From an optimization exercise on the open Yosys and OpenROAD flow, aimed at small area; shortcuts taken in it are not production practice.
The RTL was checked by simulation tests, not by an equivalence proof against the original design.
No activity file was given, so power comes from the tool's default toggle rates.

Setup of old:
Design multi_adc_processing, start of the top module:
module multi_adc_processing
#(
   parameter int          N_CH           = 3,
   parameter int          DATA_W         = 16,
   parameter int          DEPTH          = 16,
   parameter int unsigned SCALING_FACTOR = 310866,
   parameter int          SCALE_W        = 20,
   parameter int          SHIFT_FACTOR   = 19,
   parameter int unsigned OFFSET         = 0
) (
   input  logic                   clk,
   input  logic                   reset,
   input  logic [N_CH-1:0]        sample_valid,
   input  logic [N_CH*DATA_W-1:0] sample_data,
   input  logic                   clear_overrun,
   output logic [N_CH*DATA_W-1:0] ave_data,
   output logic [N_CH*DATA_W-1:0] scaled_data,
   output logic [N_CH-1:0]        update_valid,
   output logic [N_CH-1:0]        primed,
   output logic [N_CH-1:0]        overrun
);
For scale: ~1800 cells after synthesis, about 1000 flip-flops, ~160 I/O pins, ~35000 um^2 of cells after synthesis.
export LEC_CHECK = 0
export CAP_MARGIN = 20
export CORE_MARGIN = 2
export CORE_UTILIZATION = 45
export CTS_CLUSTER_DIAMETER = 100
export CTS_CLUSTER_SIZE = 30
export PLACE_DENSITY = 0.6
export SLEW_MARGIN = 20
create_clock -name core_clock -period 10.0 [get_ports {clk}]
run.sh (not shown) runs the stock make flow with config.mk's settings and CLKGATE_MAP_FILE= SYNTH_SCRIPT=/design/flow/synth_recipe.tcl, a recipe that flattens the netlist after the stock synthesis.
Both conditions hold for old: the flow ran to the end and the final layout passed the timing, design-rule and antenna checks.
> inputs changed (old -> new)
--- a/flow/design.v
+++ b/flow/design.v
@@ -66,24 +66,26 @@
    logic [DATA_W-1:0] hold_q   [N_CH];
    logic [DATA_W-1:0] win_q    [N_CH][DEPTH];
    logic [SUM_W-1:0]  sum_q    [N_CH];
    logic [CNT_W-1:0]  cnt_q    [N_CH];
    logic [DATA_W-1:0] scaled_q [N_CH];
    logic [N_CH-1:0]   pending_q, overrun_q, primed_q, upd_q;
    logic [N_CH-1:0]   grant;
    logic [N_CH-1:0]   t1_q, t2_q, t3_q;
    logic [DATA_W-1:0] d1_q, d2_q;
    logic              f2_q;
    logic [SUM_W-1:0]  s3_q;
    logic [DATA_W-1:0] hold_sel, old_sel, ave3, scaled_new;
+   logic [SUM_W-1:0]  sum_ld;
+   logic [DATA_W-1:0] scaled_ld;
    logic [SUM_W-1:0]  sum_sel, sum_new, old_n, d_ext, ss, sc;
    function automatic logic [SUM_W-1:0] rca_s(input logic [SUM_W-1:0] a, input logic [SUM_W-1:0] b,
                                               input logic cin);
       logic cy;
       cy = cin;
       for (int k = 0; k < SUM_W; k++) begin
          rca_s[k] = a[k] ^ b[k] ^ cy;
          cy       = (a[k] & b[k]) | (a[k] & cy) | (b[k] & cy);
       end
    endfunction
    rr_arbiter #(.N(N_CH)) u_arb (
       .clk   (clk),
@@ -356,44 +358,50 @@
       end
    end
    always_ff @(posedge clk) begin
       if (reset) begin
          pending_q <= '0;
          overrun_q <= '0;
          primed_q  <= '0;
          upd_q     <= '0;
          t1_q      <= '0;
          t2_q      <= '0;
          t3_q      <= '0;
          for (int i = 0; i < N_CH; i++) begin
-            sum_q[i]    <= '0;
             cnt_q[i]    <= '0;
-            scaled_q[i] <= '0;
          end
       end else begin
          pending_q <= (pending_q & ~grant) | sample_valid;
          overrun_q <= (clear_overrun ? '0 : overrun_q) | (sample_valid & pending_q & ~grant);
          t1_q      <= grant;
          t2_q      <= t1_q;
          t3_q      <= t2_q;
          upd_q     <= t3_q;
          for (int i = 0; i < N_CH; i++) begin
             if (t1_q[i]) begin
                cnt_q[i] <= cnt_q[i] + CNT_W'(1);
                if (cnt_q[i] == CNT_W'(DEPTH - 1)) primed_q[i] <= 1'b1;
             end
-            if (t3_q[i]) begin
-               sum_q[i]    <= s3_q;
-               scaled_q[i] <= scaled_new;
-            end
+         end
+      end
+   end
+   always_comb begin
+      sum_ld    = reset ? '0 : s3_q;
+      scaled_ld = reset ? '0 : scaled_new;
+   end
+   always_ff @(posedge clk) begin
+      for (int i = 0; i < N_CH; i++) begin
+         if (reset || t3_q[i]) begin
+            sum_q[i]    <= sum_ld;
+            scaled_q[i] <= scaled_ld;
          end
       end
    end
    always_comb begin
       for (int i = 0; i < N_CH; i++) begin
          ave_data[i*DATA_W +: DATA_W]    = DATA_W'(sum_q[i] >> LOG_D);
          scaled_data[i*DATA_W +: DATA_W] = scaled_q[i];
       end
       update_valid = upd_q;
       primed       = primed_q;
       overrun      = overrun_q;
    end
### Flow results
Worst setup path startpoint: s3_q[4] -> old, s3_q[16] -> new
Relative to old, new degrades clock skew.
Number of setup violations in the final report: new vs old identical
new vs old — part of the total power dissipated in sequential elements rose 2.1 points.
Met3 wire length (lower): old
old has lower routed wire length than new.
Cmp new vs old: number of buffers other than clock buffers in the final layout higher in new
Static leakage: new > old
For the sequential share of layout area, new came in 3.4 points higher than old did.
NOTE maximum achievable frequency old->new decreased slightly
Higher design area among new and old: old
new vs. old: die area went down by 550 um^2, multi-input gate share of the layout cell area went down by 3.2 points.

-- separate check: timing with driven ports --
Ports are ideal in the flow. The routed layouts listed here were re-timed in OpenROAD.
Step 1 sets driving cells, clkbuf_16 on the clock port and buf_2 on the other inputs (assumed; they add their load-dependent delay and slew).
Step 2, shift: input delay + t, output delay - t, t = (earliest + latest rising clock arrival at the registers) / 2. This alone moves slack from input paths to output paths.
a / b / c = no drivers / after step 1 / after step 2; a / b = the first two.
run | shift t [ns] | slack for setup (ns) | clock arrival spread, ns
old | 0.669 | 0.470 / 0.470 / 0.470 | 0.032 / 0.032
new | 0.668 | 0.337 / 0.337 / 0.337 | 0.044 / 0.044
After both steps every run listed still meets setup and hold.
